Context: an optimization exercise on an open-source flow, tuned for a short achievable clock period and few clock cycles per item. The choices shown serve that exercise and are no tape-out recipe.
No run shown here included a check of the RTL's function; only the layout flow was run.
No activity file was given, so power comes from the tool's default toggle rates.

==> flow/design.v <==
package vtrs_pkg;
  localparam logic [7:0] CH_SLASH = 8'h2F;
  localparam logic [7:0] CH_COLON = 8'h3A;
  localparam logic [7:0] CH_QUOTE = 8'h27;
  localparam logic [7:0] CH_SPACE = 8'h20;
  localparam logic [7:0] CH_TAB   = 8'h09;
  localparam logic [7:0] CH_LF    = 8'h0A;
  localparam logic [7:0] CH_CR    = 8'h0D;
  localparam logic [7:0] CH_ZERO  = 8'h30;
  localparam logic [7:0] CH_NINE  = 8'h39;
  localparam logic [1:0] KIND_NAME  = 2'd0;
  localparam logic [1:0] KIND_PARAM = 2'd1;
  localparam logic [1:0] KIND_END   = 2'd2;
  function automatic logic is_letter(input logic [7:0] b, input logic [7:0] lower);
    is_letter = (b == lower) || (b == (lower - 8'd32));
  endfunction
endpackage
module vtrs_ctrl #(
  parameter int TEXT_MAX = 31,
  parameter int NSLOT    = 2,
  localparam int NW      = $clog2(NSLOT + 1),
  localparam int CntW    = $clog2(TEXT_MAX + 1)
) (
  input  logic            clk_i,
  input  logic            rst_ni,
  input  logic            in_valid_i,
  output logic            in_ready_o,
  input  logic [7:0]      text_byte_i,
  input  logic            end_of_data_i,
  input  logic [NSLOT-1:0] full_i,
  input  logic            space_i,
  output logic            wr_o,
  output logic [7:0]      wchar_o,
  output logic            discard_o,
  output logic            commit_o,
  output logic [CntW-1:0] commit_nc_o,
  output logic [CntW-1:0] commit_pc_o,
  output logic [31:0]     commit_chan_o,
  output logic            commit_sgn_o,
  output logic            commit_intg_o
);
  localparam logic [CntW-1:0] LenLast = CntW'(TEXT_MAX - 1);
  localparam int S_BEGIN  = 0;
  localparam int S_SVC    = 1;
  localparam int S_VI     = 2;
  localparam int S_VE     = 3;
  localparam int S_VW     = 4;
  localparam int S_SI     = 5;
  localparam int S_SG     = 6;
  localparam int S_SN     = 7;
  localparam int S_CO     = 8;
  localparam int S_CN     = 9;
  localparam int S_CT     = 10;
  localparam int S_CR     = 11;
  localparam int S_CO2    = 12;
  localparam int S_CL     = 13;
  localparam int S_COLON  = 14;
  localparam int S_NAME   = 15;
  localparam int S_SKIPP  = 16;   
  localparam int S_SKIPQ  = 17;   
  localparam int S_SKIPN  = 18;   
  localparam int S_PARAM  = 19;
  localparam int S_NUMBER = 20;
  localparam int NST      = 21;
  logic       ready_q;
  logic       v_q, eod_q;
  logic [7:0] b_q;
  logic       slash_q, colon_q, quote_q, sep_q, digit_q, zero_q;
  logic       lv_q, ls_q, lc_q, li_q, le_q, lw_q, lg_q, ln_q, lo_q, lt_q, lr_q, ll_q;
  assign in_ready_o = ready_q;
  always_ff @(posedge clk_i or negedge rst_ni) begin
    if (!rst_ni) begin
      v_q <= 1'b0;
    end else begin
      v_q <= in_valid_i && ready_q;
    end
  end
  always_ff @(posedge clk_i) begin
    b_q     <= text_byte_i;
    eod_q   <= end_of_data_i;
    slash_q <= text_byte_i == vtrs_pkg::CH_SLASH;
    colon_q <= text_byte_i == vtrs_pkg::CH_COLON;
    quote_q <= text_byte_i == vtrs_pkg::CH_QUOTE;
    sep_q   <= (text_byte_i == vtrs_pkg::CH_SPACE) || (text_byte_i == vtrs_pkg::CH_TAB) ||
               (text_byte_i == vtrs_pkg::CH_LF) || (text_byte_i == vtrs_pkg::CH_CR) ||
               (text_byte_i == vtrs_pkg::CH_QUOTE);
    digit_q <= (text_byte_i >= vtrs_pkg::CH_ZERO) && (text_byte_i <= vtrs_pkg::CH_NINE);
    zero_q  <= text_byte_i == 8'h00;
    lv_q    <= vtrs_pkg::is_letter(text_byte_i, 8'h76);
    ls_q    <= vtrs_pkg::is_letter(text_byte_i, 8'h73);
    lc_q    <= vtrs_pkg::is_letter(text_byte_i, 8'h63);
    li_q    <= vtrs_pkg::is_letter(text_byte_i, 8'h69);
    le_q    <= vtrs_pkg::is_letter(text_byte_i, 8'h65);
    lw_q    <= vtrs_pkg::is_letter(text_byte_i, 8'h77);
    lg_q    <= vtrs_pkg::is_letter(text_byte_i, 8'h67);
    ln_q    <= vtrs_pkg::is_letter(text_byte_i, 8'h6E);
    lo_q    <= vtrs_pkg::is_letter(text_byte_i, 8'h6F);
    lt_q    <= vtrs_pkg::is_letter(text_byte_i, 8'h74);
    lr_q    <= vtrs_pkg::is_letter(text_byte_i, 8'h72);
    ll_q    <= vtrs_pkg::is_letter(text_byte_i, 8'h6C);
  end
  logic [NST-1:0]  st_q, st_d;
  logic            sgn_q, intg_q;
  logic [CntW-1:0] nc_q, pc_q;
  logic            nstop_q, pstop_q;
  logic            bad_q;
  logic [3:0]      sig_q;
  logic [33:0]     acc_s_q, acc_c_q;
  logic            start, name_ch, param_ch, name_wr, param_wr, digit, close;
  always_comb begin
    st_d = '0;
    if (!v_q) begin
      st_d = st_q;
    end else if (eod_q) begin
      st_d[S_BEGIN] = 1'b1;
    end else begin
      st_d[S_BEGIN] = (st_q[S_BEGIN] && !slash_q) ||
                      (st_q[S_SVC] && !(lv_q || ls_q || lc_q)) ||
                      (st_q[S_VI] && !li_q) || (st_q[S_VE] && !le_q) ||
                      (st_q[S_VW] && !lw_q) || (st_q[S_SI] && !li_q) ||
                      (st_q[S_SG] && !lg_q) || (st_q[S_SN] && !ln_q) ||
                      (st_q[S_CO] && !lo_q) || (st_q[S_CN] && !ln_q) ||
                      (st_q[S_CT] && !lt_q) || (st_q[S_CR] && !lr_q) ||
                      (st_q[S_CO2] && !lo_q) || (st_q[S_CL] && !ll_q) ||
                      (st_q[S_COLON] && !colon_q) || (st_q[S_NUMBER] && quote_q);
      st_d[S_SVC]    = st_q[S_BEGIN] && slash_q;
      st_d[S_VI]     = st_q[S_SVC] && lv_q;
      st_d[S_VE]     = st_q[S_VI] && li_q;
      st_d[S_VW]     = st_q[S_VE] && le_q;
      st_d[S_SI]     = st_q[S_SVC] && ls_q;
      st_d[S_SG]     = st_q[S_SI] && li_q;
      st_d[S_SN]     = st_q[S_SG] && lg_q;
      st_d[S_CO]     = st_q[S_SVC] && lc_q;
      st_d[S_CN]     = st_q[S_CO] && lo_q;
      st_d[S_CT]     = st_q[S_CN] && ln_q;
      st_d[S_CR]     = st_q[S_CT] && lt_q;
      st_d[S_CO2]    = st_q[S_CR] && lr_q;
      st_d[S_CL]     = st_q[S_CO2] && lo_q;
      st_d[S_COLON]  = (st_q[S_VW] && lw_q) || (st_q[S_SN] && ln_q) || (st_q[S_CL] && ll_q);
      st_d[S_NAME]   = (st_q[S_COLON] && colon_q) || (st_q[S_NAME] && !sep_q);
      st_d[S_SKIPP]  = (st_q[S_NAME] && sep_q && !intg_q) || (st_q[S_SKIPP] && !quote_q);
      st_d[S_SKIPQ]  = (st_q[S_PARAM] && sep_q && !quote_q) || (st_q[S_SKIPQ] && !quote_q);
      st_d[S_SKIPN]  = (st_q[S_NAME] && sep_q && intg_q) || (st_q[S_PARAM] && quote_q) ||
                       (st_q[S_SKIPQ] && quote_q) || (st_q[S_SKIPN] && !quote_q);
      st_d[S_PARAM]  = (st_q[S_SKIPP] && quote_q) || (st_q[S_PARAM] && !sep_q);
      st_d[S_NUMBER] = (st_q[S_SKIPN] && quote_q) || (st_q[S_NUMBER] && !quote_q);
    end
  end
  assign start    = v_q && st_q[S_COLON] && colon_q;
  assign name_ch  = v_q && st_q[S_NAME] && !sep_q && !nstop_q;
  assign param_ch = v_q && st_q[S_PARAM] && !sep_q && !pstop_q;
  assign name_wr  = name_ch && !zero_q;
  assign param_wr = param_ch && !zero_q;
  assign digit    = v_q && st_q[S_NUMBER] && digit_q;
  assign close    = v_q && st_q[S_NUMBER] && quote_q;
  always_ff @(posedge clk_i or negedge rst_ni) begin
    if (!rst_ni) begin
      st_q <= NST'(1) << S_BEGIN;
    end else begin
      st_q <= st_d;
    end
  end
  always_ff @(posedge clk_i) begin
    if (v_q && st_q[S_SVC]) begin
      sgn_q  <= ls_q;
      intg_q <= lc_q;
    end
  end
  always_ff @(posedge clk_i) begin
    if (start) begin
      nc_q    <= '0;
      pc_q    <= '0;
      nstop_q <= 1'b0;
      pstop_q <= 1'b0;
    end else begin
      if (name_ch) begin
        if (zero_q || nc_q == LenLast) nstop_q <= 1'b1;
        if (!zero_q) nc_q <= nc_q + CntW'(1);
      end
      if (param_ch) begin
        if (zero_q || pc_q == LenLast) pstop_q <= 1'b1;
        if (!zero_q) pc_q <= pc_q + CntW'(1);
      end
    end
  end
  always_ff @(posedge clk_i or negedge rst_ni) begin
    if (!rst_ni) begin
      wr_o <= 1'b0;
    end else begin
      wr_o <= name_wr || param_wr;
    end
  end
  always_ff @(posedge clk_i) begin
    wchar_o <= b_q;
  end
  logic [33:0] op_a, op_b, op_c, op_e, s1, c1, s2, c2;
  assign op_a = {acc_s_q[30:0], 3'b000};
  assign op_b = {acc_s_q[32:0], 1'b0};
  assign op_c = {acc_c_q[30:1], b_q[3:0]};
  assign op_e = {acc_c_q[32:0], 1'b0};
  assign s1   = op_a ^ op_b ^ op_c;
  assign c1   = {((op_a & op_b) | (op_a & op_c) | (op_b & op_c)), 1'b0};
  assign s2   = s1 ^ c1 ^ op_e;
  assign c2   = {((s1 & c1) | (s1 & op_e) | (c1 & op_e)), 1'b0};
  always_ff @(posedge clk_i) begin
    if (start) begin
      acc_s_q <= '0;
      acc_c_q <= '0;
      sig_q   <= '0;
      bad_q   <= 1'b0;
    end else begin
      if (digit) begin
        acc_s_q <= s2;
        acc_c_q <= c2;
        if ((sig_q != 4'd0 || b_q[3:0] != 4'd0) && sig_q != 4'd11) sig_q <= sig_q + 4'd1;
      end
      if (v_q && st_q[S_NUMBER] && !digit_q && !quote_q) bad_q <= 1'b1;
    end
  end
  logic        p1_q, p2_q, p3_q;
  logic        p1_sgn_q, p1_intg_q;
  logic [11:0] sum_a_q, sum_b_q;
  logic [9:0]  sum_c_q;
  logic        cy_a_q, cy_b_q;
  logic [12:0] add_a, add_b;
  logic        in_record, drop_now;
  assign add_a = {1'b0, acc_s_q[11:0]} + {1'b0, acc_c_q[11:0]};
  assign add_b = {1'b0, acc_s_q[23:12]} + {1'b0, acc_c_q[23:12]} + {12'd0, cy_a_q};
  assign in_record = st_q[S_NAME] || st_q[S_SKIPP] || st_q[S_SKIPQ] || st_q[S_SKIPN] ||
                     st_q[S_PARAM] || st_q[S_NUMBER];
  assign drop_now  = start || (v_q && eod_q && in_record && !close) ||
                     (close && !((nc_q != '0) && !bad_q && (sig_q != 4'd0) && (sig_q <= 4'd10)));
  always_ff @(posedge clk_i or negedge rst_ni) begin
    if (!rst_ni) begin
      p1_q      <= 1'b0;
      p2_q      <= 1'b0;
      p3_q      <= 1'b0;
      commit_o  <= 1'b0;
      discard_o <= 1'b0;
    end else begin
      p1_q      <= close && (nc_q != '0) && !bad_q && (sig_q != 4'd0) && (sig_q <= 4'd10);
      p2_q      <= p1_q;
      p3_q      <= p2_q;
      commit_o  <= p3_q && (sum_c_q[9:8] == 2'b00);
      discard_o <= drop_now || (p3_q && (sum_c_q[9:8] != 2'b00));
    end
  end
  always_ff @(posedge clk_i) begin
    if (close) begin
      p1_sgn_q  <= sgn_q;
      p1_intg_q <= intg_q;
    end
    sum_a_q <= add_a[11:0];
    cy_a_q  <= add_a[12];
    sum_b_q <= add_b[11:0];
    cy_b_q  <= add_b[12];
    sum_c_q <= acc_s_q[33:24] + acc_c_q[33:24] + {9'd0, cy_b_q};
  end
  assign commit_nc_o   = nc_q;
  assign commit_pc_o   = pc_q;
  assign commit_chan_o = {sum_c_q[7:0], sum_b_q, sum_a_q};
  assign commit_sgn_o  = p1_sgn_q;
  assign commit_intg_o = p1_intg_q;
  logic near_colon;
  logic [NW+2:0] busy;
  logic [NSLOT+3:0] busy_v;
  assign near_colon = st_q[S_VE] || st_q[S_VW] || st_q[S_SG] || st_q[S_SN] ||
                      st_q[S_CO2] || st_q[S_CL] || st_q[S_COLON];
  assign busy_v = {full_i, p1_q, p2_q, p3_q, commit_o};
  assign busy   = (NW+3)'($countones(busy_v));
  always_ff @(posedge clk_i or negedge rst_ni) begin
    if (!rst_ni) begin
      ready_q <= 1'b1;
    end else begin
      ready_q <= space_i && (!near_colon || (busy < (NW+3)'(NSLOT)));
    end
  end
endmodule
module vtrs_dp #(
  parameter int TEXT_MAX = 31,
  parameter int NSLOT    = 2,
  localparam int CntW    = $clog2(TEXT_MAX + 1)
) (
  input  logic            clk_i,
  input  logic            rst_ni,
  input  logic            wr_i,
  input  logic [7:0]      wchar_i,
  input  logic            discard_i,
  input  logic            commit_i,
  input  logic [CntW-1:0] commit_nc_i,
  input  logic [CntW-1:0] commit_pc_i,
  input  logic [31:0]     commit_chan_i,
  input  logic            commit_sgn_i,
  input  logic            commit_intg_i,
  output logic [NSLOT-1:0] full_o,
  output logic            space_o,
  input  logic            out_ready_i,
  output logic            out_valid_o,
  output logic [1:0]      item_kind_o,
  output logic [7:0]      char_code_o,
  output logic [31:0]     channel_o,
  output logic            is_signed_o,
  output logic            is_integer_o,
  output logic            last_o
);
  localparam int QCAP = 2 * TEXT_MAX + 4;
  localparam int QW   = $clog2(QCAP + 1);
  logic [7:0]       q_q [QCAP];
  logic [QW-1:0]    n_all_q, n_com_q;    
  logic [QCAP-1:0]  at_end;              
  logic [CntW-1:0]  nrem_q [NSLOT];
  logic [CntW-1:0]  prem_q [NSLOT];
  logic [NSLOT-1:0] nz_n, nz_p;          
  logic [31:0]      chan_q [NSLOT];
  logic             sgn_q  [NSLOT];
  logic             intg_q [NSLOT];
  logic [NSLOT-1:0] full_q;
  logic [NSLOT-1:0] wsel_q, rsel_q;      
  logic             ov_q;
  logic [1:0]       kind_q;
  logic [7:0]       char_q;
  logic [31:0]      ochan_q;
  logic             osgn_q, ointg_q, last_q;
  logic             adv, push, pop, done;
  logic             r_nz_n, r_nz_p, r_full, r_sgn, r_intg;
  logic [31:0]      r_chan;
  always_comb begin
    r_full = 1'b0;
    r_nz_n = 1'b0;
    r_nz_p = 1'b0;
    r_sgn  = 1'b0;
    r_intg = 1'b0;
    r_chan = '0;
    for (int r = 0; r < NSLOT; r++) begin
      if (rsel_q[r]) begin
        r_full = full_q[r];
        r_nz_n = nz_n[r];
        r_nz_p = nz_p[r];
        r_sgn  = sgn_q[r];
        r_intg = intg_q[r];
        r_chan = chan_q[r];
      end
    end
  end
  assign adv  = !ov_q || out_ready_i;
  assign push = adv && r_full;
  assign pop  = push && (r_nz_n || r_nz_p);
  assign done = push && !r_nz_n && !r_nz_p;
  always_comb begin
    for (int i = 0; i < QCAP; i++) at_end[i] = n_all_q == QW'(i);
  end
  always_ff @(posedge clk_i) begin
    for (int i = 0; i < QCAP; i++) begin
      if (wr_i && (pop ? ((i < QCAP - 1) && at_end[(i < QCAP - 1) ? i + 1 : i]) : at_end[i])) begin
        q_q[i] <= wchar_i;
      end else if (pop && i < QCAP - 1) begin
        q_q[i] <= q_q[(i < QCAP - 1) ? i + 1 : i];
      end
    end
  end
  always_ff @(posedge clk_i or negedge rst_ni) begin
    if (!rst_ni) begin
      n_all_q <= '0;
      n_com_q <= '0;
    end else begin
      if (discard_i) begin
        n_all_q <= n_com_q - QW'(pop);
      end else begin
        n_all_q <= n_all_q + QW'(wr_i) - QW'(pop);
      end
      if (commit_i) begin
        n_com_q <= n_all_q - QW'(pop);
      end else begin
        n_com_q <= n_com_q - QW'(pop);
      end
    end
  end
  assign space_o = n_all_q <= QW'(QCAP - 4);
  always_ff @(posedge clk_i) begin
    for (int r = 0; r < NSLOT; r++) begin
      if (commit_i && wsel_q[r]) begin
        nrem_q[r] <= commit_nc_i;
        prem_q[r] <= commit_pc_i;
        nz_n[r]   <= commit_nc_i != '0;
        nz_p[r]   <= commit_pc_i != '0;
        chan_q[r] <= commit_chan_i;
        sgn_q[r]  <= commit_sgn_i;
        intg_q[r] <= commit_intg_i;
      end else if (push && rsel_q[r]) begin
        if (nz_n[r]) begin
          nrem_q[r] <= nrem_q[r] - CntW'(1);
          nz_n[r]   <= nrem_q[r] != CntW'(1);
        end else if (nz_p[r]) begin
          prem_q[r] <= prem_q[r] - CntW'(1);
          nz_p[r]   <= prem_q[r] != CntW'(1);
        end
      end
    end
  end
  always_ff @(posedge clk_i or negedge rst_ni) begin
    if (!rst_ni) begin
      full_q <= '0;
      wsel_q <= NSLOT'(1);
      rsel_q <= NSLOT'(1);
    end else begin
      for (int r = 0; r < NSLOT; r++) begin
        if (commit_i && wsel_q[r]) full_q[r] <= 1'b1;
        else if (done && rsel_q[r]) full_q[r] <= 1'b0;
      end
      if (commit_i) wsel_q <= {wsel_q[NSLOT-2:0], wsel_q[NSLOT-1]};
      if (done) rsel_q <= {rsel_q[NSLOT-2:0], rsel_q[NSLOT-1]};
    end
  end
  assign full_o = full_q;
  always_ff @(posedge clk_i or negedge rst_ni) begin
    if (!rst_ni) begin
      ov_q <= 1'b0;
    end else if (adv) begin
      ov_q <= r_full;
    end
  end
  always_ff @(posedge clk_i) begin
    if (push) begin
      kind_q  <= r_nz_n ? vtrs_pkg::KIND_NAME : r_nz_p ? vtrs_pkg::KIND_PARAM : vtrs_pkg::KIND_END;
      char_q  <= (r_nz_n || r_nz_p) ? q_q[0] : 8'd0;
      ochan_q <= (r_nz_n || r_nz_p) ? 32'd0 : r_chan;
      osgn_q  <= r_sgn;
      ointg_q <= r_intg;
      last_q  <= !(r_nz_n || r_nz_p);
    end
  end
  assign out_valid_o  = ov_q;
  assign item_kind_o  = kind_q;
  assign char_code_o  = char_q;
  assign channel_o    = ochan_q;
  assign is_signed_o  = osgn_q;
  assign is_integer_o = ointg_q;
  assign last_o       = last_q;
endmodule
module view_tag_record_scanner #(
  parameter int TEXT_MAX = 31
) (
  input  logic        clk_i,
  input  logic        rst_ni,
  input  logic        in_valid_i,
  output logic        in_ready_o,
  input  logic [7:0]  in_text_byte_i,
  input  logic        in_end_of_data_i,
  output logic        out_valid_o,
  input  logic        out_ready_i,
  output logic [1:0]  out_item_kind_o,
  output logic [7:0]  out_char_code_o,
  output logic [31:0] out_channel_o,
  output logic        out_is_signed_o,
  output logic        out_is_integer_o,
  output logic        out_last_o
);
  localparam int NSLOT = 3;
  localparam int NW    = $clog2(NSLOT + 1);
  localparam int CntW  = $clog2(TEXT_MAX + 1);
  logic            wr;
  logic [7:0]      wchar;
  logic            discard;
  logic            space;
  logic            commit;
  logic [CntW-1:0] commit_nc, commit_pc;
  logic [31:0]     commit_chan;
  logic            commit_sgn, commit_intg;
  logic [NSLOT-1:0] full;
  vtrs_ctrl #(
    .TEXT_MAX (TEXT_MAX),
    .NSLOT    (NSLOT)
  ) u_ctrl (
    .clk_i         (clk_i),
    .rst_ni        (rst_ni),
    .in_valid_i    (in_valid_i),
    .in_ready_o    (in_ready_o),
    .text_byte_i   (in_text_byte_i),
    .end_of_data_i (in_end_of_data_i),
    .full_i        (full),
    .space_i       (space),
    .wr_o          (wr),
    .wchar_o       (wchar),
    .discard_o     (discard),
    .commit_o      (commit),
    .commit_nc_o   (commit_nc),
    .commit_pc_o   (commit_pc),
    .commit_chan_o (commit_chan),
    .commit_sgn_o  (commit_sgn),
    .commit_intg_o (commit_intg)
  );
  vtrs_dp #(
    .TEXT_MAX (TEXT_MAX),
    .NSLOT    (NSLOT)
  ) u_dp (
    .clk_i         (clk_i),
    .rst_ni        (rst_ni),
    .wr_i          (wr),
    .wchar_i       (wchar),
    .discard_i     (discard),
    .commit_i      (commit),
    .commit_nc_i   (commit_nc),
    .commit_pc_i   (commit_pc),
    .commit_chan_i (commit_chan),
    .commit_sgn_i  (commit_sgn),
    .commit_intg_i (commit_intg),
    .full_o        (full),
    .space_o       (space),
    .out_ready_i   (out_ready_i),
    .out_valid_o   (out_valid_o),
    .item_kind_o   (out_item_kind_o),
    .char_code_o   (out_char_code_o),
    .channel_o     (out_channel_o),
    .is_signed_o   (out_is_signed_o),
    .is_integer_o  (out_is_integer_o),
    .last_o        (out_last_o)
  );
endmodule
==> flow/run.sh <==
#!/bin/bash
# synth_recipe.tcl (not shown) runs the flow's synth.tcl, then flattens the netlist and writes it again
# the make line also repeats each setting of config.mk as NAME=value (left out here)
make -C /OpenROAD-flow-scripts/flow DESIGN_CONFIG=/design/flow/config.mk WORK_HOME=/design/flow/orfs CLKGATE_MAP_FILE= SYNTH_SCRIPT=/design/flow/synth_recipe.tcl finish
==> flow/config.mk <==
export PLATFORM = sky130hd
export DESIGN_NAME = view_tag_record_scanner
export DESIGN_NICKNAME = view_tag_record_scanner
export VERILOG_FILES = /design/flow/design.v
export SDC_FILE = /design/flow/constraint.sdc
export NUM_CORES = 4
export LEC_CHECK = 0
export ABC_CLOCK_PERIOD_IN_PS = 1600
export CAP_MARGIN = 20
export CORE_MARGIN = 2
export CORE_UTILIZATION = 55
export SETUP_SLACK_MARGIN = 2.4
export SLEW_MARGIN = 20
export TNS_END_PERCENT = 100
==> flow/constraint.sdc <==
create_clock -name core_clock -period 4.0 [get_ports {clk_i}]
set_input_delay 0.8000 -clock core_clock [delete_from_list [all_inputs] [get_ports {clk_i}]]
set_output_delay 0.8000 -clock core_clock [all_outputs]
set_load 0.01 [all_outputs]
==> out/summary.txt, run 1 <==
Vias in the first global route - 34805
Mapped Avg Cell Area - 11.69 um2
Chip height - 284.7 um
Share of the synthesized area in the top cell type - 49.56%
H-tree levels - 3
Clock Sinks - 921
Inst Count DP - 4685
Layout Skew - 0.03515 ns
Gr ovfl total - 0
GRT Total Usage - 37.68%
Via count - 37056
EDFF count, synth - 715
DIE WIDTH - 284.7 um
Worst VDD drop - 0.3460 mV
Worst Setup Start Kind - flip-flop
I/O Buffers - 59
Crit path time final - 2.908 ns
CTS Hold Bufs - 0
Remaining DRCs - 0
Warnings, synthesis - 8
Top FF cell, synth - edfxtp_1
Period utilization - 72.70%
Via-to-Cell Ratio - 7.009
Dpl cell area - 0.04558 mm2
Root Buffer - clkbuf_16
Worst-path clk slew - 0.06 ns
Distinct cells, synth - 72
Die area - 0.08103 mm2
Yosys top cell by area - edfxtp_1
Final HPWL DP - 79220 um
Synth Instances - 3705
PwrDens - 331.2 mW/mm2
Post-Layout Cell Count - 5287
TritonRoute pass-1 iters - 7
Pwr Total - 20.66 mW
Maximum clock insertion buffer count - 3
Cell Chain, Critical Path - nand3b_4, a211oi_4, o21ai_4, buf_8, buf_6, buf_6, buf_8, buf_16, nand2_8, buf_6, buf_16, nor2_1, a221o_1
Post-synth top cells - 715 x edfxtp_1, 699 x nor2_1, 480 x a221o_1
Initial antenna violation count - 5
Post-layout nets - 4323
Max Fclk - 343.9 MHz
Fin. max-slew vios - 0
Cell area after synthesis - 0.04333 mm2
Asr flop ratio synth - 5.755%
Initial DRC Count - 4973
Hold WC Path Type - in -> async
Post-Route Setup TNS - 0 ns
Top cells by area, synth - edfxtp_1 50%, a221o_1 11%, dfxtp_1 7.1%
Core area - 0.07772 mm2
Final setup viols - 0
Data required, critical path - 4.42 ns
Final WL - 169500 um
Final ANT Viol Nets - 0
Syn_nets - 3864
Unrepaired setup endpoints after global routing - true
Top-count cell post-synth - edfxtp_1
Layout cells sized above 1 - 41.24%
CP Data Arrival Time - 3.33 ns
Wire length per cell - 32.06 um
Reg2Reg Setup Slack - 1.09 ns
Synth-to-layout area growth - 43.98%
Critical path's slowest cell - dfstp_2
Slew Limit Headroom - 31.66%
I/O pins - 60
Bufs and invs on worst path - 7
Initial Utilization - 55.74%
CP max FO - 7
Cell mode on critical path - buf_6
Sequential fraction of the synthesis area - 59.70%
Hold Vio Cnt, Final - 0
CP peak stage delay - 0.62 ns
Least-Margin Pin Slew - 1.025 ns
CTS buffer count - 97
Largest net degree at the start of global routing - 61
Status - complete, no violations
Worst-Skew Late Latency - 0.69 ns
Worst path top cell family by delay - buffers and inverters
#FFs+latches synth - 921
Crit path kind - reg -> reg
CTS tree - yes
Max Cap Viol - 0
Rows - 102
First-pass GRT wire length - 227000 um
GP Congestion - 0.8750
Post-route cell area - 0.06238 mm2
CP endpoint kind - flip-flop
Static Leak - 22.15 nW
[what timing repair did]
item	in CTS	in global routing
pin swaps	372	287
gates cloned	102	7
setup buffers	193	118
endpoints found under the setup margin	1456	1440
gates resized for setup	1448	722
endpoints found under the hold margin	0	0
[worst reg2reg max path, delay by kind of cell, from the launching register on]
kind / cells / cell delay, ns
AO/OA/AOI/OAI: 3 / 0.72
buffers and inverters: 7 / 0.97
AND/OR/NAND/NOR: 3 / 0.37
flip-flops: 1 / 0.62
[logic make-up (layout without fill, tap and decap cells)]
group	count (synthesis)	after routing	share of synthesized area [%]
AND/OR/NAND/NOR	1237	1244	11.82
buffers and inverters	434	968	4.014
adder cells (fa/ha/maj)	146	146	5.360
AO/OA/AOI/OAI	847	847	16.35
other	0	1	0
flip-flops	921	921	59.70
XOR/XNOR	69	69	1.395
multiplexers	51	51	1.366
[sequential cells by signal, indices dropped and copies added (netlist names), 4 cells and up]
name / cells
u_ctrl.acc_c_q: 31
u_ctrl.acc_s_q: 34
u_ctrl.b_q: 8
u_ctrl.nc_q: 5
u_ctrl.pc_q: 5
u_ctrl.sig_q: 4
u_ctrl.st_q: 21
u_ctrl.sum_a_q: 12
u_ctrl.sum_b_q: 12
u_ctrl.sum_c_q: 10
u_ctrl.wchar_o: 8
u_dp.chan_q: 96
u_dp.char_q: 8
u_dp.n_all_q: 7
u_dp.n_com_q: 7
u_dp.nrem_q: 15
u_dp.ochan_q: 32
u_dp.prem_q: 15
u_dp.q_q: 528
[through the flow]
stage               util [%]  worst slack, ns  hold slack (ns)
detailed placement     58.65           0.3540           0.3121
global placement       58.65           0.3616           0.3136
floorplan                  -          -0.4190           0.3096
finish                 80.26            1.092           0.2905
CTS                    74.61            1.185           0.3059
global route           80.26            1.060           0.3292
[power by group]
part	leakage (nW)	internal (mW)	switching [mW]	total [mW]
Clock	1.66	5.69	3.97	9.66
Combinational	12.3	0.346	0.480	0.826
Sequential	8.20	10.2	0.00979	10.2
Total	22.2	16.2	4.46	20.7
[final cells by class]
cell class,instances,area [um2]
Timing Repair Buffer,621,8693
Clock inverter,60,708.2
Inverter,166,631.9
Multi-Input combinational cell,2357,22340
Sequential cell,921,26040
Fill cell,4077,15340
Clock buffer,121,2663
Antenna cell,1,2.502
Tap cell,1040,1301
[per-layer routing]
metal / wire length (um) / track usage (%) / vias up / share of wire [%]
li1: - / - / 14941 / -
met1: 59540 / 50.59 / 18204 / 35
met2: 73230 / 55.88 / 2923 / 43
met3: 23330 / 10.65 / 984 / 14
met4: 13310 / 19.62 / 4 / 7.9
met5: 76 / 0.1190 / - / 0.045
[path summary, 6_finish.rpt]
check                                                start                           to  cells past startpoint
worst max-delay path            u_dp.rsel_q[0]$_DFFE_PN1P_    u_dp.q_q[60][1]$_DFFE_PP_                     13
worst min-delay path                                rst_ni  u_ctrl.st_q[10]$_DFFE_PN0P_                      1
worst max register to register  u_dp.rsel_q[0]$_DFFE_PN1P_    u_dp.q_q[60][1]$_DFFE_PP_                     13
worst min register to register       u_ctrl.b_q[7]$_DFF_P_    u_ctrl.wchar_o[7]$_DFF_P_                      0
max in group asynchronous                           rst_ni   u_dp.wsel_q[0]$_DFFE_PN1P_                      2
min in group core_clock              u_ctrl.b_q[7]$_DFF_P_    u_ctrl.wchar_o[7]$_DFF_P_                      0
[placed cells by master, fill, tap and decap left out, drive strengths merged, types with 80 or more instances in the layout]
cell type	n
nand2	337
edfxtp	715
clkbuf	126
a21oi	125
a221o	480
buf	600
ha	80
inv	168
dfxtp	153
nor2	699
==> run 2: changes to the inputs <==
--- a/flow/design.v
+++ b/flow/design.v
@@ -316,6 +316,15 @@
   logic             intg_q [NSLOT];
   logic [NSLOT-1:0] full_q;
   logic [NSLOT-1:0] wsel_q, rsel_q;      
+  logic             sv_q;
+  logic [1:0]       s_kind_q;
+  logic [7:0]       s_char_q;
+  logic [31:0]      s_chan_q;
+  logic             s_sgn_q, s_intg_q, s_last_q;
+  logic [1:0]       b_kind;
+  logic [7:0]       b_char;
+  logic [31:0]      b_chan;
+  logic             b_last;
   logic             ov_q;
   logic [1:0]       kind_q;
   logic [7:0]       char_q;
@@ -343,7 +352,7 @@
     end
   end
   assign adv  = !ov_q || out_ready_i;
-  assign push = adv && r_full;
+  assign push = !sv_q && r_full;
   assign pop  = push && (r_nz_n || r_nz_p);
   assign done = push && !r_nz_n && !r_nz_p;
   always_comb begin
@@ -412,21 +421,48 @@
     end
   end
   assign full_o = full_q;
+  assign b_kind = r_nz_n ? vtrs_pkg::KIND_NAME : r_nz_p ? vtrs_pkg::KIND_PARAM : vtrs_pkg::KIND_END;
+  assign b_char = (r_nz_n || r_nz_p) ? q_q[0] : 8'd0;
+  assign b_chan = (r_nz_n || r_nz_p) ? 32'd0 : r_chan;
+  assign b_last = !(r_nz_n || r_nz_p);
   always_ff @(posedge clk_i or negedge rst_ni) begin
     if (!rst_ni) begin
       ov_q <= 1'b0;
-    end else if (adv) begin
-      ov_q <= r_full;
+      sv_q <= 1'b0;
+    end else begin
+      if (adv) begin
+        ov_q <= sv_q || push;
+        sv_q <= 1'b0;
+      end else if (push) begin
+        sv_q <= 1'b1;
+      end
     end
   end
   always_ff @(posedge clk_i) begin
-    if (push) begin
-      kind_q  <= r_nz_n ? vtrs_pkg::KIND_NAME : r_nz_p ? vtrs_pkg::KIND_PARAM : vtrs_pkg::KIND_END;
-      char_q  <= (r_nz_n || r_nz_p) ? q_q[0] : 8'd0;
-      ochan_q <= (r_nz_n || r_nz_p) ? 32'd0 : r_chan;
-      osgn_q  <= r_sgn;
-      ointg_q <= r_intg;
-      last_q  <= !(r_nz_n || r_nz_p);
+    if (!adv && push) begin
+      s_kind_q <= b_kind;
+      s_char_q <= b_char;
+      s_chan_q <= b_chan;
+      s_sgn_q  <= r_sgn;
+      s_intg_q <= r_intg;
+      s_last_q <= b_last;
+    end
+    if (adv) begin
+      if (sv_q) begin
+        kind_q  <= s_kind_q;
+        char_q  <= s_char_q;
+        ochan_q <= s_chan_q;
+        osgn_q  <= s_sgn_q;
+        ointg_q <= s_intg_q;
+        last_q  <= s_last_q;
+      end else if (push) begin
+        kind_q  <= b_kind;
+        char_q  <= b_char;
+        ochan_q <= b_chan;
+        osgn_q  <= r_sgn;
+        ointg_q <= r_intg;
+        last_q  <= b_last;
+      end
     end
   end
   assign out_valid_o  = ov_q;
==> run 2 against run 1 <==
Clock power shrank 1%; sequential power increased by 5%; non-clock buffer count fell by 55; still clean; synthesized area grew 2.7%; first-iteration DRC count fell by 3.9%; worst hold slack lost 0.038 ns; clock skew up 0.0031 ns; critical path depth is 1 higher.
==> out/summary.txt, run 2 <==
Status - complete, no violations
Asr flop ratio synth - 5.596%
Inst Count DP - 4646
I/O Buffers - 59
Synth Instances - 3729
Least-Margin Pin Slew - 1.032 ns
Max Cap Viol - 0
FF-to-FF path depth - 14
Hold Vio Cnt, Final - 0
Clock Sinks - 965
Metal-1 WL - 62290 um
DIE WIDTH - 288.4 um
R2r endpoint - u_dp.q_q[18][2]$_DFFE_PP_
Final WL - 169500 um
First-pass GRT wire length - 230100 um
Crit path time final - 2.914 ns
Post-Route Setup TNS - 0 ns
Remaining DRCs - 0
Post-Layout Cell Count - 5252
Chip height - 288.4 um
Fin. max-slew vios - 0
Largest net degree at the start of global routing - 74
Stages on the worst setup path - 14
Initial Utilization - 55.41%
Reg2Reg Setup Slack - 1.09 ns
Die area - 0.08317 mm2
Gr ovfl total - 0
Post-Synth Adder-Cell Area - 5.248%
Distinct cells, synth - 73
Top FF cell, synth - edfxtp_1
Top cells by area, synth - edfxtp_1 51%, o221ai_1 8.9%, dfxtp_1 6.9%
Final ANT Viol Nets - 0
Core area - 0.08029 mm2
Post-synth top cells - 797 x nand2_1, 758 x edfxtp_1, 450 x o221ai_1
Post-layout nets - 4265
Synth-to-layout area growth - 45.54%
Worst-Skew Late Latency - 0.70 ns
Worst Setup Start Kind - flip-flop
Unrepaired setup endpoints after global routing - true
Top routing layer used - met5
Bufs and invs on worst path - 9
Top-count cell post-synth - nand2_1
Synth Area in Compound Gates - 14.52%
Commonest non-fill, non-tap cell in the layout - edfxtp_1
Largest regs - u_dp.q_q x528, u_dp.chan_q x96, u_ctrl.acc_s_q x34
Mux cell area share after synthesis - 2.956%
Largest register FFs - 528
Largest family of logic cells by synthesized area - compound AO/OA/AOI/OAI gates
PwrDens - 322.1 mW/mm2
Initial DRC Count - 4778
Cell area after synthesis - 0.04449 mm2
Via count - 36697
Worst-path clk slew - 0.07 ns
Critical path's slowest cell - dfrtp_2
Fillers - 4067
GP Congestion - 0.8705
Sequential fraction of the synthesis area - 61.10%
Reg with most FFs - u_dp.q_q
Mapped Avg Cell Area - 11.93 um2
H-tree levels - 3
Data required, critical path - 4.39 ns
Most frequent cells in the layout - 758 x edfxtp_1, 421 x o221ai_2, 385 x nand2_2, 249 x nand2_1, 188 x buf_4
Syn_nets - 3889
CP Data Arrival Time - 3.30 ns
Final HPWL DP - 77290 um
Post-synthesis xor/xnor area fraction - 1.418%
Layout cells sized above 1 - 54.43%
I/O pins - 60
Yosys top cell by area - edfxtp_1
TritonRoute pass-1 iters - 6
GRT Total Usage - 37.59%
Worst VDD drop - 0.4040 mV
Warnings, synthesis - 8
#FFs+latches synth - 965
Period utilization - 72.85%
CP endpoint kind - flip-flop
Via-to-Cell Ratio - 6.987
Vias in the first global route - 35146
Max Fclk - 343.2 MHz
Worst path top cell family by delay - buffers and inverters
CTS Hold Bufs - 0
Initial antenna violation count - 1
Layout Skew - 0.03827 ns
Reg2Reg Launch Point - u_dp.rsel_q[1]$_DFFE_PN0P_
Slew Limit Headroom - 31.18%
Static Leak - 23.05 nW
Final setup viols - 0
CTS tree - yes
CP peak stage delay - 0.47 ns
Wire length per cell - 32.27 um
Simple-gate share of the synthesized area - 11.13%
Maximum clock insertion buffer count - 3
WL met2 - 74760 um
Root Buffer - clkbuf_16
Met3 wire length - 22350 um
CTS buffer count - 102
Rows - 104
Share of the synthesized area in the top cell type - 51.17%
EDFF count, synth - 758
Cell mode on critical path - buf_12
Hold WC Path Type - in -> async
Cell Chain, Critical Path - nand3b_1, a31oi_4, o21ai_4, buf_4, buf_6, buf_12, buf_8, buf_16, buf_8, nand2_8, buf_12, buf_12, buf_16, o221ai_4
CP max FO - 8
Crit path kind - reg -> reg
-- run 2: what timing repair did --
item,4_1_cts,5_1_grt
pin swaps,492,331
gates cloned,93,12
buffers inserted,249,61
resized for setup,1700,757
endpoints found under the setup margin,1543,1503
-- run 2: power breakdown --
group / switching [mW] / internal, mW / total (mW)
clock: 4.16 / 5.39 / 9.55
sequential: 0.0302 / 10.7 / 10.7
combinational: 0.379 / 0.244 / 0.623
total: 4.57 / 16.3 / 20.9
-- run 2: how the worst max path moves through the flow --
stage / start / endpoint / slack [ns]
after floorplan: u_dp.rsel_q[2]$_DFFE_PN0P_ / u_dp.n_all_q[6]$_DFF_PN0_ / 1.15
after global placement: u_ctrl.commit_o$_DFF_PN0_ / u_ctrl.ready_q$_DFF_PN1_ / 1.04
after detailed placement: u_dp.rsel_q[1]$_DFFE_PN0P_ / u_dp.q_q[45][3]$_DFFE_PP_ / 0.96
after CTS: u_ctrl.commit_o$_DFF_PN0_ / u_ctrl.ready_q$_DFF_PN1_ / 1.26
after global routing: u_dp.rsel_q[1]$_DFFE_PN0P_ / u_dp.q_q[61][1]$_DFFE_PP_ / 1.06
final: u_dp.rsel_q[1]$_DFFE_PN0P_ / u_dp.q_q[18][2]$_DFFE_PP_ / 1.09
-- run 2: logic make-up (layout without fill, tap and decap cells) --
group	after synthesis	count (layout)
and+or+nand+nor	1198	1203
DFF	965	965
AOI/OAI and AO/OA	826	826
buffers and inverters	403	860
adders and majority gates	147	147
muxes	118	118
xor gates and xnor gates	72	72
other	0	1
-- run 2: metrics by stage --
stage	cell area (um2)	worst slack [ns]	util [%]	hold WS, ns	power, mW
4_1_cts	60520	1.259	75.38	0.2742	20.68
2_1_floorplan	45230	1.145	-	0.3096	11.00
3_3_place_gp	46510	1.038	57.92	0.3149	11.12
3_5_place_dp	46510	0.9597	57.92	0.3171	11.13
5_1_grt	64740	1.056	80.64	0.3262	21.22
6_report	64740	1.086	80.64	0.2526	20.86
-- run 2: layout make-up --
cell class	instances	area [um2]	area share, %
Clock buffer	127	2750	4.248
Antenna cell	1	2.502	0.003865
Clock inverter	63	534.3	0.8252
Multi-Input combinational cell	2366	24260	37.47
Inverter	101	402.9	0.6223
Sequential cell	965	27390	42.30
Timing Repair Buffer	566	8060	12.45
Tap cell	1060	1326	2.048
Timing Repair inverter	3	22.52	0.03479
-- run 2: layer usage --
layer  track usage, %  vias to the layer above
met5           0.9091                        -
met4            17.11                        4
met3            13.03                      794
met2            55.16                     2644
met1            50.45                    18216
li1                 -                    15039
==> run 3: changes to the inputs <==
--- a/flow/design.v
+++ b/flow/design.v
@@ -14,6 +14,26 @@
   function automatic logic is_letter(input logic [7:0] b, input logic [7:0] lower);
     is_letter = (b == lower) || (b == (lower - 8'd32));
   endfunction
+  function automatic logic [12:0] add12(input logic [11:0] a, input logic [11:0] b,
+                                        input logic cin);
+    logic [11:0] g, p, gn, pn;
+    logic [12:0] c;
+    g = a & b;
+    p = a ^ b;
+    g[0] = g[0] | (p[0] & cin);
+    for (int d = 1; d < 12; d = d * 2) begin
+      gn = g;
+      pn = p;
+      for (int i = d; i < 12; i++) begin
+        gn[i] = g[i] | (p[i] & g[i-d]);
+        pn[i] = p[i] & p[i-d];
+      end
+      g = gn;
+      p = pn;
+    end
+    c = {g, cin};
+    add12 = {c[12], (a ^ b) ^ c[11:0]};
+  endfunction
 endpackage
 module vtrs_ctrl #(
   parameter int TEXT_MAX = 31,
@@ -224,8 +244,10 @@
   logic        cy_a_q, cy_b_q;
   logic [12:0] add_a, add_b;
   logic        in_record, drop_now;
-  assign add_a = {1'b0, acc_s_q[11:0]} + {1'b0, acc_c_q[11:0]};
-  assign add_b = {1'b0, acc_s_q[23:12]} + {1'b0, acc_c_q[23:12]} + {12'd0, cy_a_q};
+  logic [12:0] add_c;
+  assign add_a = vtrs_pkg::add12(acc_s_q[11:0], acc_c_q[11:0], 1'b0);
+  assign add_b = vtrs_pkg::add12(acc_s_q[23:12], acc_c_q[23:12], cy_a_q);
+  assign add_c = vtrs_pkg::add12({2'b00, acc_s_q[33:24]}, {2'b00, acc_c_q[33:24]}, cy_b_q);
   assign in_record = st_q[S_NAME] || st_q[S_SKIPP] || st_q[S_SKIPQ] || st_q[S_SKIPN] ||
                      st_q[S_PARAM] || st_q[S_NUMBER];
   assign drop_now  = start || (v_q && eod_q && in_record && !close) ||
@@ -254,7 +276,7 @@
     cy_a_q  <= add_a[12];
     sum_b_q <= add_b[11:0];
     cy_b_q  <= add_b[12];
-    sum_c_q <= acc_s_q[33:24] + acc_c_q[33:24] + {9'd0, cy_b_q};
+    sum_c_q <= add_c[9:0];
   end
   assign commit_nc_o   = nc_q;
   assign commit_pc_o   = pc_q;
@@ -278,30 +300,30 @@
 endmodule
 module vtrs_dp #(
   parameter int TEXT_MAX = 31,
-  parameter int NSLOT    = 2,
+  parameter int NSLOT    = 3,
   localparam int CntW    = $clog2(TEXT_MAX + 1)
 ) (
-  input  logic            clk_i,
-  input  logic            rst_ni,
-  input  logic            wr_i,
-  input  logic [7:0]      wchar_i,
-  input  logic            discard_i,
-  input  logic            commit_i,
-  input  logic [CntW-1:0] commit_nc_i,
-  input  logic [CntW-1:0] commit_pc_i,
-  input  logic [31:0]     commit_chan_i,
-  input  logic            commit_sgn_i,
-  input  logic            commit_intg_i,
+  input  logic             clk_i,
+  input  logic             rst_ni,
+  input  logic             wr_i,
+  input  logic [7:0]       wchar_i,
+  input  logic             discard_i,
+  input  logic             commit_i,
+  input  logic [CntW-1:0]  commit_nc_i,
+  input  logic [CntW-1:0]  commit_pc_i,
+  input  logic [31:0]      commit_chan_i,
+  input  logic             commit_sgn_i,
+  input  logic             commit_intg_i,
   output logic [NSLOT-1:0] full_o,
-  output logic            space_o,
-  input  logic            out_ready_i,
-  output logic            out_valid_o,
-  output logic [1:0]      item_kind_o,
-  output logic [7:0]      char_code_o,
-  output logic [31:0]     channel_o,
-  output logic            is_signed_o,
-  output logic            is_integer_o,
-  output logic            last_o
+  output logic             space_o,
+  input  logic             out_ready_i,
+  output logic             out_valid_o,
+  output logic [1:0]       item_kind_o,
+  output logic [7:0]       char_code_o,
+  output logic [31:0]      channel_o,
+  output logic             is_signed_o,
+  output logic             is_integer_o,
+  output logic             last_o
 );
   localparam int QCAP = 2 * TEXT_MAX + 4;
   localparam int QW   = $clog2(QCAP + 1);
@@ -312,10 +334,10 @@
   logic [CntW-1:0]  prem_q [NSLOT];
   logic [NSLOT-1:0] nz_n, nz_p;          
   logic [31:0]      chan_q [NSLOT];
-  logic             sgn_q  [NSLOT];
-  logic             intg_q [NSLOT];
-  logic [NSLOT-1:0] full_q;
-  logic [NSLOT-1:0] wsel_q, rsel_q;      
+  logic [NSLOT-1:0] sgn_q, intg_q;
+  logic [NSLOT-1:0] full_q;              
+  logic [NSLOT-1:0] first_free;          
+  logic [NSLOT-1:0] put;                 
   logic             sv_q;
   logic [1:0]       s_kind_q;
   logic [7:0]       s_char_q;
@@ -331,30 +353,10 @@
   logic [31:0]      ochan_q;
   logic             osgn_q, ointg_q, last_q;
   logic             adv, push, pop, done;
-  logic             r_nz_n, r_nz_p, r_full, r_sgn, r_intg;
-  logic [31:0]      r_chan;
-  always_comb begin
-    r_full = 1'b0;
-    r_nz_n = 1'b0;
-    r_nz_p = 1'b0;
-    r_sgn  = 1'b0;
-    r_intg = 1'b0;
-    r_chan = '0;
-    for (int r = 0; r < NSLOT; r++) begin
-      if (rsel_q[r]) begin
-        r_full = full_q[r];
-        r_nz_n = nz_n[r];
-        r_nz_p = nz_p[r];
-        r_sgn  = sgn_q[r];
-        r_intg = intg_q[r];
-        r_chan = chan_q[r];
-      end
-    end
-  end
   assign adv  = !ov_q || out_ready_i;
-  assign push = !sv_q && r_full;
-  assign pop  = push && (r_nz_n || r_nz_p);
-  assign done = push && !r_nz_n && !r_nz_p;
+  assign push = !sv_q && full_q[0];
+  assign pop  = push && (nz_n[0] || nz_p[0]);
+  assign done = push && !nz_n[0] && !nz_p[0];
   always_comb begin
     for (int i = 0; i < QCAP; i++) at_end[i] = n_all_q == QW'(i);
   end
@@ -385,9 +387,18 @@
     end
   end
   assign space_o = n_all_q <= QW'(QCAP - 4);
+  always_comb begin
+    for (int r = 0; r < NSLOT; r++) begin
+      first_free[r] = !full_q[r] && (r == 0 || full_q[(r > 0) ? r - 1 : 0]);
+    end
+    for (int r = 0; r < NSLOT; r++) begin
+      put[r] = commit_i && (done ? ((r < NSLOT - 1) && first_free[(r < NSLOT - 1) ? r + 1 : r])
+                                 : first_free[r]);
+    end
+  end
   always_ff @(posedge clk_i) begin
     for (int r = 0; r < NSLOT; r++) begin
-      if (commit_i && wsel_q[r]) begin
+      if (put[r]) begin
         nrem_q[r] <= commit_nc_i;
         prem_q[r] <= commit_pc_i;
         nz_n[r]   <= commit_nc_i != '0;
@@ -395,13 +406,23 @@
         chan_q[r] <= commit_chan_i;
         sgn_q[r]  <= commit_sgn_i;
         intg_q[r] <= commit_intg_i;
-      end else if (push && rsel_q[r]) begin
-        if (nz_n[r]) begin
-          nrem_q[r] <= nrem_q[r] - CntW'(1);
-          nz_n[r]   <= nrem_q[r] != CntW'(1);
-        end else if (nz_p[r]) begin
-          prem_q[r] <= prem_q[r] - CntW'(1);
-          nz_p[r]   <= prem_q[r] != CntW'(1);
+      end else if (done) begin
+        if (r < NSLOT - 1) begin
+          nrem_q[r] <= nrem_q[(r < NSLOT - 1) ? r + 1 : r];
+          prem_q[r] <= prem_q[(r < NSLOT - 1) ? r + 1 : r];
+          nz_n[r]   <= nz_n[(r < NSLOT - 1) ? r + 1 : r];
+          nz_p[r]   <= nz_p[(r < NSLOT - 1) ? r + 1 : r];
+          chan_q[r] <= chan_q[(r < NSLOT - 1) ? r + 1 : r];
+          sgn_q[r]  <= sgn_q[(r < NSLOT - 1) ? r + 1 : r];
+          intg_q[r] <= intg_q[(r < NSLOT - 1) ? r + 1 : r];
+        end
+      end else if (pop && r == 0) begin
+        if (nz_n[0]) begin
+          nrem_q[0] <= nrem_q[0] - CntW'(1);
+          nz_n[0]   <= nrem_q[0] != CntW'(1);
+        end else begin
+          prem_q[0] <= prem_q[0] - CntW'(1);
+          nz_p[0]   <= prem_q[0] != CntW'(1);
         end
       end
     end
@@ -409,22 +430,21 @@
   always_ff @(posedge clk_i or negedge rst_ni) begin
     if (!rst_ni) begin
       full_q <= '0;
-      wsel_q <= NSLOT'(1);
-      rsel_q <= NSLOT'(1);
     end else begin
       for (int r = 0; r < NSLOT; r++) begin
-        if (commit_i && wsel_q[r]) full_q[r] <= 1'b1;
-        else if (done && rsel_q[r]) full_q[r] <= 1'b0;
+        if (put[r]) begin
+          full_q[r] <= 1'b1;
+        end else if (done) begin
+          full_q[r] <= (r < NSLOT - 1) && full_q[(r < NSLOT - 1) ? r + 1 : r];
+        end
       end
-      if (commit_i) wsel_q <= {wsel_q[NSLOT-2:0], wsel_q[NSLOT-1]};
-      if (done) rsel_q <= {rsel_q[NSLOT-2:0], rsel_q[NSLOT-1]};
     end
   end
   assign full_o = full_q;
-  assign b_kind = r_nz_n ? vtrs_pkg::KIND_NAME : r_nz_p ? vtrs_pkg::KIND_PARAM : vtrs_pkg::KIND_END;
-  assign b_char = (r_nz_n || r_nz_p) ? q_q[0] : 8'd0;
-  assign b_chan = (r_nz_n || r_nz_p) ? 32'd0 : r_chan;
-  assign b_last = !(r_nz_n || r_nz_p);
+  assign b_kind = nz_n[0] ? vtrs_pkg::KIND_NAME : nz_p[0] ? vtrs_pkg::KIND_PARAM : vtrs_pkg::KIND_END;
+  assign b_char = (nz_n[0] || nz_p[0]) ? q_q[0] : 8'd0;
+  assign b_chan = (nz_n[0] || nz_p[0]) ? 32'd0 : chan_q[0];
+  assign b_last = !(nz_n[0] || nz_p[0]);
   always_ff @(posedge clk_i or negedge rst_ni) begin
     if (!rst_ni) begin
       ov_q <= 1'b0;
@@ -443,8 +463,8 @@
       s_kind_q <= b_kind;
       s_char_q <= b_char;
       s_chan_q <= b_chan;
-      s_sgn_q  <= r_sgn;
-      s_intg_q <= r_intg;
+      s_sgn_q  <= sgn_q[0];
+      s_intg_q <= intg_q[0];
       s_last_q <= b_last;
     end
     if (adv) begin
@@ -459,8 +479,8 @@
         kind_q  <= b_kind;
         char_q  <= b_char;
         ochan_q <= b_chan;
-        osgn_q  <= r_sgn;
-        ointg_q <= r_intg;
+        osgn_q  <= sgn_q[0];
+        ointg_q <= intg_q[0];
         last_q  <= b_last;
       end
     end
==> run 3 against run 2 <==
Synthesized area shrank 4.9%; sequential power hardly changed; clock skew down 0.011 ns; die area fell by 4.8%; via count is 28% lower; critical path depth shrank 2; global-route usage decreased by 10 points; fmax rose by 8.7%; sequential share of layout area is 4.2 points higher; clock power increased by 0.9%; largest power group unchanged; highest routed layer is now met4; first-iteration DRC count shrank 54%.
==> out/summary.txt, run 3 <==
Initial DRC Count - 2190
Reg2Reg Setup Slack - 1.32 ns
Top cells by area, synth - edfxtp_1 54%, mux2_2 16%, dfxtp_1 7.2%
Top FF cell, synth - edfxtp_1
Synth Instances - 2897
CP endpoint kind - flip-flop
Worst VDD drop - 0.2961 mV
Most frequent cells in the layout - 758 x edfxtp_1, 428 x mux2_4, 202 x nand2_1, 179 x mux2_2, 136 x buf_6
WHS - 0.05231 ns
Rows - 101
Final setup viols - 0
Mapped Avg Cell Area - 14.60 um2
Switch share - 20.31%
Initial antenna violation count - 0
Internal power - 16.30 mW
Commonest non-fill, non-tap cell in the layout - edfxtp_1
Final WL - 113000 um
Comb power frac - 0.8%
Root Buffer - clkbuf_16
Static Leak - 22.23 nW
Inst Count DP - 3878
H-tree levels - 3
Vias in the first global route - 26317
Fin. max-slew vios - 0
Hold Vio Cnt, Final - 0
Gr ovfl total - 0
Final ANT Viol Nets - 0
DIE WIDTH - 281.3 um
Worst Setup Start Kind - flip-flop
CTS Hold Bufs - 0
I/O pins - 60
Least-Margin Pin Slew - 1.082 ns
Yosys top cell by area - edfxtp_1
First-pass GRT wire length - 162600 um
PwrDens - 349.7 mW/mm2
Via-to-Cell Ratio - 5.834
Clock power share - 47.1%
Initial Utilization - 55.60%
CTS tree - yes
Wire length per cell - 25.10 um
Largest net degree at the start of global routing - 83
Pwr Total - 20.45 mW
Distinct cells, synth - 74
CP Data Arrival Time - 3.10 ns
Hold WC Path Type - in -> async
Data required, critical path - 4.42 ns
Worst-Skew Late Latency - 0.67 ns
Unrepaired setup endpoints after global routing - true
Maximum clock insertion buffer count - 3
Antenna cells - 0
Sequential fraction of the synthesis area - 63.90%
Core area - 0.07608 mm2
Crit path kind - reg -> reg
Die area - 0.07914 mm2
Remaining DRCs - 0
Reg with most FFs - u_dp.q_q
FF-to-FF path depth - 12
Via count - 26266
I/O Buffers - 59
Layout Skew - 0.02756 ns
Part of the power in registers - 52.1%
Asr flop ratio synth - 5.005%
EDFF count, synth - 758
Reg2Reg Launch Point - u_dp.nz_n[0]$_DFFE_PP_
Status - complete, no violations
Share of the synthesized area in the top cell type - 53.81%
Layout cells sized above 1 - 52.85%
Post-Layout Cell Count - 4502
Post-synth top cells - 758 x edfxtp_1, 605 x mux2_2, 332 x nand2_1
Synth-to-layout area growth - 38.28%
Top-count cell post-synth - edfxtp_1
Clock Sinks - 959
Chip height - 281.3 um
#FFs+latches synth - 959
Syn_nets - 3050
Period utilization - 67.01%
NetSw - 4.154 mW
Crit path time final - 2.680 ns
Final HPWL DP - 57020 um
Post-layout nets - 3539
Largest regs - u_dp.q_q x528, u_dp.chan_q x96, u_ctrl.acc_s_q x34
Post-Route Setup TNS - 0 ns
CTS buffer count - 100
Max Fclk - 373.1 MHz
R2r endpoint - u_dp.q_q[16][2]$_DFFE_PP_
Final core utilization - 76.88%
Max Cap Viol - 0
GRT Total Usage - 27.28%
Cell area after synthesis - 0.04230 mm2
CP max FO - 7
Warnings, synthesis - 6
Largest register FFs - 528
TritonRoute pass-1 iters - 5
Worst-path clk slew - 0.07 ns
GP Congestion - 0.8140
Slew Limit Headroom - 27.89%
-- run 3: metal layers --
layer  vias to the layer above  GRT usage (%)  part of all wire, %
li1                      11693              -                    -
met1                     13569          39.82                   45
met2                       826          42.44                   47
met3                       178          4.755                  5.8
met4                         0          7.488                  2.5
met5                         -              0                    0
-- run 3: worst max-delay path by stage --
stage | start | endpoint | slack [ns] | depth (start not counted)
after global placement | u_dp.n_all_q[0]$_DFF_PN0_ | u_dp.q_q[37][3]$_DFFE_PP_ | 0.75 | 5
after CTS | u_ctrl.p1_q$_DFF_PN0_ | u_ctrl.ready_q$_DFF_PN1_ | 1.41 | 9
after global routing | u_dp.nz_n[0]$_DFFE_PP_ | u_dp.n_all_q[6]$_DFF_PN0_ | 1.27 | 14
final | u_dp.nz_n[0]$_DFFE_PP_ | u_dp.q_q[16][2]$_DFFE_PP_ | 1.32 | 12
after floorplan | u_dp.nz_n[0]$_DFFE_PP_ | u_dp.n_all_q[6]$_DFF_PN0_ | 1.55 | 14
after detailed placement | u_dp.n_all_q[1]$_DFF_PN0_ | u_dp.q_q[37][7]$_DFFE_PP_ | 0.62 | 4
-- run 3: layout make-up --
class                           instances  area (um2)
Clock inverter                         58       645.6
Inverter                               82       342.8
Clock buffer                          130        2759
Tap cell                             1030        1289
Multi-Input combinational cell       1764       19870
Timing Repair inverter                  2       41.29
Fill cell                            4333       17590
Sequential cell                       959       27230
Timing Repair Buffer                  477        6319
-- run 3: repair_timing --
action | 4_1_cts | 5_1_grt
cloned | 72 | 21
gates resized for setup | 895 | 358
setup endpoints to repair | 1582 | 1583
pin swaps | 245 | 198
setup buffers | 245 | 98
-- run 3: cells by family (layout without fill, tap and decap cells) --
kind of cell / Yosys count / in the layout / share of synthesized area (%)
flops: 959 / 959 / 63.90
buf+inv: 225 / 749 / 2.115
simple gates: 636 / 677 / 7.380
fa+ha+maj: 140 / 140 / 5.313
mux: 615 / 615 / 16.35
xor+xnor: 62 / 62 / 1.328
compound gates: 260 / 270 / 3.618
-- run 3: worst max-delay path, cell delays in order, from the launching register on --
cell and delay, ns:
edfxtp_1 0.45, or2_4 0.29, nand2_8 0.11, inv_12 0.05
buf_12 0.12, buf_8 0.12, xnor2_4 0.22, buf_12 0.18
buf_8 0.12, nand2_8 0.12, nor2_4 0.16, buf_6 0.15
mux2_4 0.32
-- run 3: power groups by stage --
stage | clock network [mW] | logic, mW | registers (mW)
after CTS | 9.74 | 0.155 | 10.7
after global placement | 0 | 0.144 | 10.9
after global routing | 10.1 | 0.172 | 10.7
after detailed placement | 0 | 0.146 | 10.9
final | 9.64 | 0.162 | 10.7
after floorplan | 0 | 0.0938 | 10.8
-- run 3: metrics by stage --
stage / setup WS, ns / area [um2]
2_1_floorplan: 1.553 / 44520
3_3_place_gp: 0.7479 / 45930
3_5_place_dp: 0.6204 / 45930
4_1_cts: 1.412 / 55790
5_1_grt: 1.271 / 58490
6_report: 1.320 / 58490

[separate check: timing with driven ports]
No port has a modelled driver above. Below, the same layouts with a new extraction and two added sets of constraints. Step 1 (the two cells are an assumption about what drives the block):
set clk [get_ports {clk_i}]
set_driving_cell -lib_cell sky130_fd_sc_hd__clkbuf_16 $clk
set_driving_cell -lib_cell sky130_fd_sc_hd__buf_2 [delete_from_list [all_inputs] $clk]
Step 2, shift: input delay + t, output delay - t, t = (earliest + latest rising clock arrival at the registers) / 2. This alone moves slack from input paths to output paths. Slacks: ideal / step 1 / step 2; pairs: ideal / step 1.
run	shift t [ns]	setup slack, ns	clock arrival spread, ns	worst slew at a driven data input, ns	pins driven straight from the clock port
run 1	0.744	1.092 / 1.092 / 0.410	0.036 / 0.037	0.09	1
run 2	0.754	1.086 / 1.086 / 1.086	0.044 / 0.044	0.03	1
run 3	0.724	1.320 / 1.320 / 1.320	0.028 / 0.028	0.03	1
After both steps every run listed still meets setup and hold. For run 1, which loses most, drivers alone change the setup slack by 0.000 ns; drivers and shift together by -0.682 ns.
